This design comes from an exercise in tuning for small area, a short achievable clock period and few clock cycles per item on the open sky130 flow, not from production work.
Function was checked by simulation only, so behaviour that the tests miss may differ from the original.
Power is estimated from default activity; no workload was simulated.

==> inputs of try-tundra <==
==> flow/design.v <==
module phos_fec_v1_adc_zs_scanner #(
    parameter  int ADC_BITS     = 12,
    parameter  int ADC_CHIPS    = 2,
    parameter  int ADC_CHIP_NCH = 32,
    localparam int ADC_NCH      = ADC_CHIPS * ADC_CHIP_NCH,
    localparam int CH_W         = $clog2(ADC_NCH),
    localparam int WORD_W       = 1 + CH_W + ADC_BITS
) (
    input  logic                        clk_i,
    input  logic                        rst_n_i,
    input  logic [ADC_NCH*ADC_BITS-1:0] adc_pdata_i,
    input  logic                        adc_valid_i,
    input  logic                        trig_i,
    input  logic                        zs_en_i,
    input  logic [ADC_BITS-1:0]         thr_i,
    input  logic                        ped_we_i,
    input  logic [CH_W-1:0]             ped_addr_i,
    input  logic [ADC_BITS-1:0]         ped_data_i,
    output logic                        m_valid_o,
    input  logic                        m_ready_i,
    output logic [WORD_W-1:0]           m_data_o,
    output logic                        busy_o,
    output logic [15:0]                 evt_cnt_o,
    output logic [15:0]                 drop_cnt_o
);
    localparam int B = ADC_BITS;
    logic                        busy_q;       
    logic                        arm_q;        
    logic                        scan_q;       
    logic                        sel_v_q;      
    logic                        m_valid_q;
    logic [15:0]                 evt_q;
    logic [15:0]                 drop_q;
    logic [ADC_NCH-1:0][B-1:0]   ped_q;
    logic [ADC_NCH-1:0][B-1:0]   snap_q;
    logic [ADC_NCH-1:0]          mask_q;
    logic [CH_W:0]               nword_q;
    logic                        sel_eoe_q;
    logic [CH_W-1:0]             sel_ch_q;
    logic [B-1:0]                sel_smp_q;
    logic [B-1:0]                sel_ped_q;
    logic [WORD_W-1:0]           m_data_q;
    logic [B-1:0]        thr_n;
    logic [ADC_NCH-1:0]  pass_in;
    assign thr_n = ~thr_i;
    for (genvar c = 0; c < ADC_NCH; c++) begin : g_ch
        phos_fec_v1_adc_zs_pass #(.B(B)) u_pass (
            .s_i     (adc_pdata_i[c*B +: B]),
            .pn_i    (~ped_q[c]),
            .thr_n_i (thr_n),
            .zs_en_i (zs_en_i),
            .pass_o  (pass_in[c])
        );
    end
    logic [ADC_NCH-1:0] below;
    logic [ADC_NCH-1:0] first;
    logic               any;
    phos_fec_v1_adc_zs_lowest #(.N(ADC_NCH)) u_lowest (
        .mask_i  (mask_q),
        .below_o (below),
        .first_o (first),
        .any_o   (any)
    );
    logic [B-1:0]    pick_smp, pick_ped;
    logic [CH_W-1:0] pick_ch;
    phos_fec_v1_adc_zs_select #(.N(ADC_NCH), .B(B)) u_select (
        .onehot_i (first), 
        .smp_i    (snap_q),
        .ped_i    (ped_q),
        .smp_o    (pick_smp),
        .ped_o    (pick_ped),
        .ch_o     (pick_ch)
    );
    logic [B-1:0] diff;
    phos_fec_v1_adc_zs_diff #(.B(B)) u_diff (
        .s_i    (sel_smp_q),
        .p_i    (sel_ped_q),
        .diff_o (diff)
    );
    logic [ADC_NCH-1:0] ped_wr;
    phos_fec_v1_adc_zs_decode #(.N(ADC_NCH)) u_decode (
        .we_i   (ped_we_i),
        .addr_i (ped_addr_i),
        .wr_o   (ped_wr)
    );
    logic adv, trig_ok, eoe_done;
    assign adv      = !m_valid_q || m_ready_i;            
    assign trig_ok  = trig_i && !busy_q;
    assign eoe_done = m_valid_q && m_ready_i && m_data_q[WORD_W-1];
    always_ff @(posedge clk_i or negedge rst_n_i) begin
        if (!rst_n_i) begin
            busy_q    <= 1'b0;
            arm_q     <= 1'b0;
            scan_q    <= 1'b0;
            sel_v_q   <= 1'b0;
            m_valid_q <= 1'b0;
            evt_q     <= '0;
            drop_q    <= '0;
            ped_q     <= '0;
        end else begin
            for (int c = 0; c < ADC_NCH; c++)
                if (ped_wr[c]) ped_q[c] <= ped_data_i;
            if (trig_i && busy_q && (drop_q != 16'hFFFF)) drop_q <= drop_q + 16'd1;
            if (trig_ok)       busy_q <= 1'b1;
            else if (eoe_done) busy_q <= 1'b0;
            if (trig_ok)          arm_q <= 1'b1;
            else if (adc_valid_i) arm_q <= 1'b0;
            if (arm_q && adc_valid_i)   scan_q <= 1'b1;
            else if (adv && !any)       scan_q <= 1'b0;
            if (adv) begin
                sel_v_q   <= scan_q;
                m_valid_q <= sel_v_q;
                if (sel_v_q && sel_eoe_q) evt_q <= evt_q + 16'd1;
            end
        end
    end
    always_ff @(posedge clk_i) begin
        if (arm_q) begin
            snap_q  <= adc_pdata_i;
            mask_q  <= pass_in;
            nword_q <= '0;
        end else if (scan_q && adv) begin
            mask_q  <= mask_q & below;
            if (any) nword_q <= nword_q + 1'b1;
        end
        if (adv) begin
            sel_eoe_q <= !any;
            sel_ch_q  <= pick_ch;
            sel_smp_q <= pick_smp;
            sel_ped_q <= pick_ped;
            if (sel_eoe_q) m_data_q <= {1'b1, {CH_W{1'b0}}, B'(nword_q)};
            else           m_data_q <= {1'b0, sel_ch_q, diff};
        end
    end
    assign m_valid_o  = m_valid_q;
    assign m_data_o   = m_data_q;
    assign busy_o     = busy_q;
    assign evt_cnt_o  = evt_q;
    assign drop_cnt_o = drop_q;
endmodule
module phos_fec_v1_adc_zs_pass #(
    parameter int B = 12
) (
    input  logic [B-1:0] s_i,
    input  logic [B-1:0] pn_i,
    input  logic [B-1:0] thr_n_i,
    input  logic         zs_en_i,
    output logic         pass_o
);
    logic [B-1:0] sm, cy;
    logic [B:0]   g, p;
    always_comb begin
        sm = s_i ^ pn_i ^ thr_n_i;
        cy = (s_i & pn_i) | (s_i & thr_n_i) | (pn_i & thr_n_i);
        g[0] = sm[0];           
        p[0] = 1'b1;
        for (int i = 1; i < B; i++) begin
            g[i] = sm[i] & cy[i-1];
            p[i] = sm[i] | cy[i-1];
        end
        g[B] = 1'b0;            
        p[B] = cy[B-1];
        for (int d = 1; d <= B; d = d * 2) begin
            logic [B:0] g2, p2;
            g2 = g;
            p2 = p;
            for (int i = 0; i <= B; i++) begin
                if ((i / d) % 2 == 1) begin
                    g2[i] = g[i] | (p[i] & g[(i / d) * d - 1]);
                    p2[i] = p[i] & p[(i / d) * d - 1];
                end
            end
            g = g2;
            p = p2;
        end
        pass_o = !zs_en_i || g[B];
    end
endmodule
module phos_fec_v1_adc_zs_lowest #(
    parameter int N = 64
) (
    input  logic [N-1:0] mask_i,
    output logic [N-1:0] below_o,
    output logic [N-1:0] first_o,
    output logic         any_o
);
    always_comb begin
        logic [N-1:0] o;
        o = mask_i;
        for (int d = 1; d < N; d = d * 2) begin
            logic [N-1:0] o2;
            o2 = o;
            for (int i = 0; i < N; i++)
                if ((i / d) % 2 == 1) o2[i] = o[i] | o[(i / d) * d - 1];
            o = o2;
        end
        below_o = {o[N-2:0], 1'b0};
        any_o   = o[N-1];
        first_o = mask_i & ~below_o;
    end
endmodule
module phos_fec_v1_adc_zs_select #(
    parameter  int N = 64,
    parameter  int B = 12,
    localparam int W = $clog2(N),
    localparam int G = N / 8
) (
    input  logic [N-1:0]        onehot_i,
    input  logic [N-1:0][B-1:0] smp_i,
    input  logic [N-1:0][B-1:0] ped_i,
    output logic [B-1:0]        smp_o,
    output logic [B-1:0]        ped_o,
    output logic [W-1:0]        ch_o
);
    logic [G-1:0][2*B+3:0] part;     
    for (genvar g = 0; g < G; g++) begin : g_grp
        phos_fec_v1_adc_zs_select8 #(.B(B)) u_sel8 (
            .onehot_i (onehot_i[g*8 +: 8]),
            .smp_i    (smp_i[g*8 +: 8]),
            .ped_i    (ped_i[g*8 +: 8]),
            .part_o   (part[g])
        );
    end
    phos_fec_v1_adc_zs_merge #(.G(G), .B(B)) u_merge (
        .part_i (part),
        .smp_o  (smp_o),
        .ped_o  (ped_o),
        .ch_o   (ch_o)
    );
endmodule
module phos_fec_v1_adc_zs_select8 #(
    parameter int B = 12
) (
    input  logic [7:0]        onehot_i,
    input  logic [7:0][B-1:0] smp_i,
    input  logic [7:0][B-1:0] ped_i,
    output logic [2*B+3:0]    part_o
);
    logic [B-1:0] smp, ped;
    logic [2:0]   ch;
    always_comb begin
        smp = '0;
        ped = '0;
        ch  = '0;
        for (int i = 0; i < 8; i++) begin
            smp = smp | ({B{onehot_i[i]}} & smp_i[i]);
            ped = ped | ({B{onehot_i[i]}} & ped_i[i]);
            ch  = ch  | ({3{onehot_i[i]}} & 3'(i));
        end
        part_o = {|onehot_i, ch, ped, smp};
    end
endmodule
module phos_fec_v1_adc_zs_merge #(
    parameter  int G = 8,
    parameter  int B = 12,
    localparam int W = $clog2(G) + 3
) (
    input  logic [G-1:0][2*B+3:0] part_i,
    output logic [B-1:0]          smp_o,
    output logic [B-1:0]          ped_o,
    output logic [W-1:0]          ch_o
);
    always_comb begin
        smp_o = '0;
        ped_o = '0;
        ch_o  = '0;
        for (int g = 0; g < G; g++) begin
            smp_o = smp_o | part_i[g][B-1:0];
            ped_o = ped_o | part_i[g][2*B-1:B];
            ch_o  = ch_o  | {({($clog2(G)){part_i[g][2*B+3]}} & $clog2(G)'(g)), part_i[g][2*B+2:2*B]};
        end
    end
endmodule
module phos_fec_v1_adc_zs_diff #(
    parameter int B = 12
) (
    input  logic [B-1:0] s_i,
    input  logic [B-1:0] p_i,
    output logic [B-1:0] diff_o
);
    logic [B-1:0] g, p, x, c;
    always_comb begin
        x = s_i ^ ~p_i;
        g = s_i & ~p_i;
        p = s_i | ~p_i;
        g[0] = g[0] | p[0];
        for (int d = 1; d < B; d = d * 2) begin
            logic [B-1:0] g2, p2;
            g2 = g;
            p2 = p;
            for (int i = 0; i < B; i++) begin
                if ((i / d) % 2 == 1) begin
                    g2[i] = g[i] | (p[i] & g[(i / d) * d - 1]);
                    p2[i] = p[i] & p[(i / d) * d - 1];
                end
            end
            g = g2;
            p = p2;
        end
        c = {g[B-2:0], 1'b1};
        diff_o = g[B-1] ? (x ^ c) : '0;
    end
endmodule
module phos_fec_v1_adc_zs_decode #(
    parameter  int N = 64,
    localparam int W = $clog2(N)
) (
    input  logic         we_i,
    input  logic [W-1:0] addr_i,
    output logic [N-1:0] wr_o
);
    logic [7:0] hi, lo;
    always_comb begin
        for (int i = 0; i < 8; i++) begin
            hi[i] = we_i && (addr_i[5:3] == 3'(i));
            lo[i] = (addr_i[2:0] == 3'(i));
        end
        for (int c = 0; c < N; c++) wr_o[c] = hi[c / 8] && lo[c % 8];
    end
endmodule
==> flow/flow/run.sh <==
#!/bin/bash
set -euo pipefail
bash standard.sh "BUFFER_PORTS_ARGS=-buffer_cell sky130_fd_sc_hd__buf_2" finish > flow_make.log 2>&1
==> flow/standard.sh <==
#!/bin/bash
# synth_recipe.tcl (not shown) runs the flow's synth.tcl, then flattens the netlist and writes it again
# the make line also repeats each setting of config.mk as NAME=value (left out here)
make -C /OpenROAD-flow-scripts/flow DESIGN_CONFIG=/design/flow/config.mk WORK_HOME=/design/flow/orfs CLKGATE_MAP_FILE= SYNTH_SCRIPT=/design/flow/synth_recipe.tcl "${@:-finish}"
==> flow/config.mk <==
export PLATFORM = sky130hd
export DESIGN_NAME = phos_fec_v1_adc_zs_scanner
export DESIGN_NICKNAME = phos_fec_v1_adc_zs_scanner
export VERILOG_FILES = /design/flow/design.v
export SDC_FILE = /design/flow/constraint.sdc
export NUM_CORES = 4
export LEC_CHECK = 0
export CAP_MARGIN = 20
export CORE_MARGIN = 2
export CORE_UTILIZATION = 40
export SETUP_SLACK_MARGIN = 4.0
export SLEW_MARGIN = 20
export SYNTH_HIERARCHICAL = 1
export SYNTH_MINIMUM_KEEP_SIZE = 0
export TNS_END_PERCENT = 5
==> flow/constraint.sdc <==
create_clock -name core_clock -period 7.0 [get_ports {clk_i}]
set_input_delay 1.4000 -clock core_clock [delete_from_list [all_inputs] [get_ports {clk_i}]]
set_output_delay 1.4000 -clock core_clock [all_outputs]
set_load 0.01 [all_outputs]
==> try-harbor: changes against try-tundra <==
--- a/flow/design.v
+++ b/flow/design.v
@@ -23,7 +23,9 @@
     output logic [15:0]                 evt_cnt_o,
     output logic [15:0]                 drop_cnt_o
 );
-    localparam int B = ADC_BITS;
+    localparam int B  = ADC_BITS;
+    localparam int NG = 4;                  
+    localparam int GC = ADC_NCH / NG;       
     logic                        busy_q;       
     logic                        arm_q;        
     logic                        scan_q;       
@@ -32,24 +34,42 @@
     logic [15:0]                 evt_q;
     logic [15:0]                 drop_q;
     logic [ADC_NCH-1:0][B-1:0]   ped_q;
+    logic [NG-1:1]               pend_q;       
+    logic [NG-1:1]               eval_q;       
+    logic [GC-1:0][NG-1:0]       usel_q;       
     logic [ADC_NCH-1:0][B-1:0]   snap_q;
     logic [ADC_NCH-1:0]          mask_q;
+    logic                        zs_q;
+    logic [B-1:0]                thr_q;
     logic [CH_W:0]               nword_q;
     logic                        sel_eoe_q;
     logic [CH_W-1:0]             sel_ch_q;
     logic [B-1:0]                sel_smp_q;
     logic [B-1:0]                sel_ped_q;
     logic [WORD_W-1:0]           m_data_q;
+    logic [NG-1:0]       gsel;
     logic [B-1:0]        thr_n;
-    logic [ADC_NCH-1:0]  pass_in;
-    assign thr_n = ~thr_i;
-    for (genvar c = 0; c < ADC_NCH; c++) begin : g_ch
+    logic                zs;
+    logic [GC-1:0]       pass_u;
+    assign gsel  = {eval_q, arm_q};
+    assign thr_n = arm_q ? ~thr_i : ~thr_q;
+    assign zs    = arm_q ? zs_en_i : zs_q;
+    for (genvar j = 0; j < GC; j++) begin : g_unit
+        logic [B-1:0] s_u, pn_u;
+        phos_fec_v1_adc_zs_umux #(.B(B), .NG(NG)) u_umux (
+            .sel_i   (usel_q[j]),
+            .adc_i   (adc_pdata_i[j*B +: B]),
+            .snap1_i ({snap_q[3*GC+j], snap_q[2*GC+j], snap_q[GC+j]}),
+            .ped_i   ({ped_q[3*GC+j], ped_q[2*GC+j], ped_q[GC+j], ped_q[j]}),
+            .s_o     (s_u),
+            .pn_o    (pn_u)
+        );
         phos_fec_v1_adc_zs_pass #(.B(B)) u_pass (
-            .s_i     (adc_pdata_i[c*B +: B]),
-            .pn_i    (~ped_q[c]),
+            .s_i     (s_u),
+            .pn_i    (pn_u),
             .thr_n_i (thr_n),
-            .zs_en_i (zs_en_i),
-            .pass_o  (pass_in[c])
+            .zs_en_i (zs),
+            .pass_o  (pass_u[j])
         );
     end
     logic [ADC_NCH-1:0] below;
@@ -64,7 +84,7 @@
     logic [B-1:0]    pick_smp, pick_ped;
     logic [CH_W-1:0] pick_ch;
     phos_fec_v1_adc_zs_select #(.N(ADC_NCH), .B(B)) u_select (
-        .onehot_i (first), 
+        .mask_i   (mask_q),
         .smp_i    (snap_q),
         .ped_i    (ped_q),
         .smp_o    (pick_smp),
@@ -83,6 +103,13 @@
         .addr_i (ped_addr_i),
         .wr_o   (ped_wr)
     );
+    logic [NG-1:0] gany;
+    logic          ready;                  
+    always_comb begin
+        for (int k = 0; k < NG; k++) gany[k] = |mask_q[k*GC +: GC];
+        ready = gany[0];
+        for (int k = 1; k < NG; k++) ready = ready | (gany[k] & !pend_q[k]);
+    end
     logic adv, trig_ok, eoe_done;
     assign adv      = !m_valid_q || m_ready_i;            
     assign trig_ok  = trig_i && !busy_q;
@@ -97,7 +124,15 @@
             evt_q     <= '0;
             drop_q    <= '0;
             ped_q     <= '0;
+            pend_q    <= '0;
+            eval_q    <= '0;
+            usel_q    <= '0;
         end else begin
+            for (int j = 0; j < GC; j++) begin
+                usel_q[j][0] <= trig_ok || (usel_q[j][0] && !adc_valid_i);
+                usel_q[j][1] <= usel_q[j][0] && adc_valid_i;
+                for (int k = 2; k < NG; k++) usel_q[j][k] <= usel_q[j][k-1];
+            end
             for (int c = 0; c < ADC_NCH; c++)
                 if (ped_wr[c]) ped_q[c] <= ped_data_i;
             if (trig_i && busy_q && (drop_q != 16'hFFFF)) drop_q <= drop_q + 16'd1;
@@ -107,8 +142,15 @@
             else if (adc_valid_i) arm_q <= 1'b0;
             if (arm_q && adc_valid_i)   scan_q <= 1'b1;
             else if (adv && !any)       scan_q <= 1'b0;
+            if (arm_q && adc_valid_i) begin
+                pend_q <= '1;
+                eval_q <= 1;
+            end else begin
+                pend_q <= pend_q & ~eval_q;
+                eval_q <= eval_q << 1;
+            end
             if (adv) begin
-                sel_v_q   <= scan_q;
+                sel_v_q   <= scan_q && (ready || !any);
                 m_valid_q <= sel_v_q;
                 if (sel_v_q && sel_eoe_q) evt_q <= evt_q + 16'd1;
             end
@@ -117,11 +159,17 @@
     always_ff @(posedge clk_i) begin
         if (arm_q) begin
             snap_q  <= adc_pdata_i;
-            mask_q  <= pass_in;
+            zs_q    <= zs_en_i;
+            thr_q   <= thr_i;
+            mask_q  <= {{(ADC_NCH-GC){1'b1}}, pass_u};
             nword_q <= '0;
-        end else if (scan_q && adv) begin
-            mask_q  <= mask_q & below;
-            if (any) nword_q <= nword_q + 1'b1;
+        end else begin
+            if (scan_q && adv && ready) begin
+                mask_q  <= mask_q & below;
+                nword_q <= nword_q + 1'b1;
+            end
+            for (int k = 1; k < NG; k++)
+                if (eval_q[k]) mask_q[k*GC +: GC] <= pass_u;
         end
         if (adv) begin
             sel_eoe_q <= !any;
@@ -205,7 +253,7 @@
     localparam int W = $clog2(N),
     localparam int G = N / 8
 ) (
-    input  logic [N-1:0]        onehot_i,
+    input  logic [N-1:0]        mask_i,
     input  logic [N-1:0][B-1:0] smp_i,
     input  logic [N-1:0][B-1:0] ped_i,
     output logic [B-1:0]        smp_o,
@@ -215,7 +263,7 @@
     logic [G-1:0][2*B+3:0] part;     
     for (genvar g = 0; g < G; g++) begin : g_grp
         phos_fec_v1_adc_zs_select8 #(.B(B)) u_sel8 (
-            .onehot_i (onehot_i[g*8 +: 8]),
+            .mask_i   (mask_i[g*8 +: 8]),
             .smp_i    (smp_i[g*8 +: 8]),
             .ped_i    (ped_i[g*8 +: 8]),
             .part_o   (part[g])
@@ -231,23 +279,25 @@
 module phos_fec_v1_adc_zs_select8 #(
     parameter int B = 12
 ) (
-    input  logic [7:0]        onehot_i,
+    input  logic [7:0]        mask_i,
     input  logic [7:0][B-1:0] smp_i,
     input  logic [7:0][B-1:0] ped_i,
     output logic [2*B+3:0]    part_o
 );
+    logic [7:0]   oh;
     logic [B-1:0] smp, ped;
     logic [2:0]   ch;
     always_comb begin
+        for (int i = 0; i < 8; i++) oh[i] = mask_i[i] && !(|(mask_i & ((8'd1 << i) - 8'd1)));
         smp = '0;
         ped = '0;
         ch  = '0;
         for (int i = 0; i < 8; i++) begin
-            smp = smp | ({B{onehot_i[i]}} & smp_i[i]);
-            ped = ped | ({B{onehot_i[i]}} & ped_i[i]);
-            ch  = ch  | ({3{onehot_i[i]}} & 3'(i));
+            smp = smp | ({B{oh[i]}} & smp_i[i]);
+            ped = ped | ({B{oh[i]}} & ped_i[i]);
+            ch  = ch  | ({3{oh[i]}} & 3'(i));
         end
-        part_o = {|onehot_i, ch, ped, smp};
+        part_o = {|mask_i, ch, ped, smp};
     end
 endmodule
 module phos_fec_v1_adc_zs_merge #(
@@ -260,14 +310,17 @@
     output logic [B-1:0]          ped_o,
     output logic [W-1:0]          ch_o
 );
+    logic [G-1:0] gany, goh;
     always_comb begin
+        for (int g = 0; g < G; g++) gany[g] = part_i[g][2*B+3];
+        for (int g = 0; g < G; g++) goh[g] = gany[g] && !(|(gany & ((G'(1) << g) - G'(1))));
         smp_o = '0;
         ped_o = '0;
         ch_o  = '0;
         for (int g = 0; g < G; g++) begin
-            smp_o = smp_o | part_i[g][B-1:0];
-            ped_o = ped_o | part_i[g][2*B-1:B];
-            ch_o  = ch_o  | {({($clog2(G)){part_i[g][2*B+3]}} & $clog2(G)'(g)), part_i[g][2*B+2:2*B]};
+            smp_o = smp_o | ({B{goh[g]}} & part_i[g][B-1:0]);
+            ped_o = ped_o | ({B{goh[g]}} & part_i[g][2*B-1:B]);
+            ch_o  = ch_o  | ({W{goh[g]}} & {$clog2(G)'(g), part_i[g][2*B+2:2*B]});
         end
     end
 endmodule
@@ -318,3 +371,24 @@
         for (int c = 0; c < N; c++) wr_o[c] = hi[c / 8] && lo[c % 8];
     end
 endmodule
+module phos_fec_v1_adc_zs_umux #(
+    parameter int B  = 12,
+    parameter int NG = 4
+) (
+    input  logic [NG-1:0]        sel_i,
+    input  logic [B-1:0]         adc_i,
+    input  logic [NG-1:1][B-1:0] snap1_i,
+    input  logic [NG-1:0][B-1:0] ped_i,
+    output logic [B-1:0]         s_o,
+    output logic [B-1:0]         pn_o
+);
+    logic [B-1:0] st, p;
+    always_comb begin
+        st = '0;
+        p  = '0;
+        for (int k = 1; k < NG; k++) st = st | ({B{sel_i[k]}} & snap1_i[k]);
+        for (int k = 0; k < NG; k++) p  = p  | ({B{sel_i[k]}} & ped_i[k]);
+        s_o  = sel_i[0] ? adc_i : st;
+        pn_o = ~p;
+    end
+endmodule
==> comparison table <==
|  | try-tundra | try-harbor |
|---|---|---|
| Setup ws final | 3.419 ns | 3.308 ns |
| Global routing usage summed across all routing layers | 31.64% | 37.65% |
| Met2 wire len | 192,800 µm | 199,700 µm |
| CP max FO | 12 | 32 |
| Standby leakage power | 0.05374 µW | 0.04756 µW |
| Util after Layout | 46.88% | 48.40% |
| Share of cell area taken by multi-input logic gates | 37.90% | 35.81% |
| Power, Total | 35,100 µW | 49,740 µW |
| Antenna cell count | 78 | 15 |
| Power share of the combinational group | 29.5% | 46.2% |
| Status | finished clean | finished clean |
| Buffers plus inverters on the worst setup path | 3 | 2 |
| Overall die area | 264,300 µm² | 236,300 µm² |
| Critical Path Slowest Stage Cell | nor4_4 | a222oi_1 |
| Worst-case register-to-register setup slack | 3.42 ns | 3.31 ns |
| Final HPWL from detailed placement | 327,100 µm | 332,300 µm |
Testbench counts of try-tundra, summed over its fixed seeds: cycles 13,667, events 1,200.
Testbench counts of try-harbor, summed over its fixed seeds: cycles 14,079, events 1,200.

==> static timing again, ports no longer ideal <==
In the flow no input, the clock included, has a driving cell. The finished layouts below were timed again as built, in two steps. Step 1 (the two cells are an assumption about what drives the block):
set clk [get_ports {clk_i}]
set_driving_cell -lib_cell sky130_fd_sc_hd__clkbuf_16 $clk
set_driving_cell -lib_cell sky130_fd_sc_hd__buf_2 [delete_from_list [all_inputs] $clk]
Step 2 moves the port delays by t, midway between the first and last clock arrival at a register: inputs arrive t later, outputs are due t later. That takes back most of the time a late clock gives input paths. a / b / c = ideal ports / drivers / drivers and shift; a / b = the first two.
run	shift t [ns]	setup WS [ns]	clock arrival spread, ns	worst register clock-pin slew, ns
try-tundra	0.969	3.419 / 3.419 / 2.610	0.080 / 0.079	0.07 / 0.07
try-harbor	0.972	3.308 / 3.308 / 2.696	0.079 / 0.079	0.07 / 0.07
After both steps setup and hold are still met in every run listed. For try-tundra, which loses most, drivers alone change the setup slack by 0.000 ns; drivers and shift together by -0.809 ns.
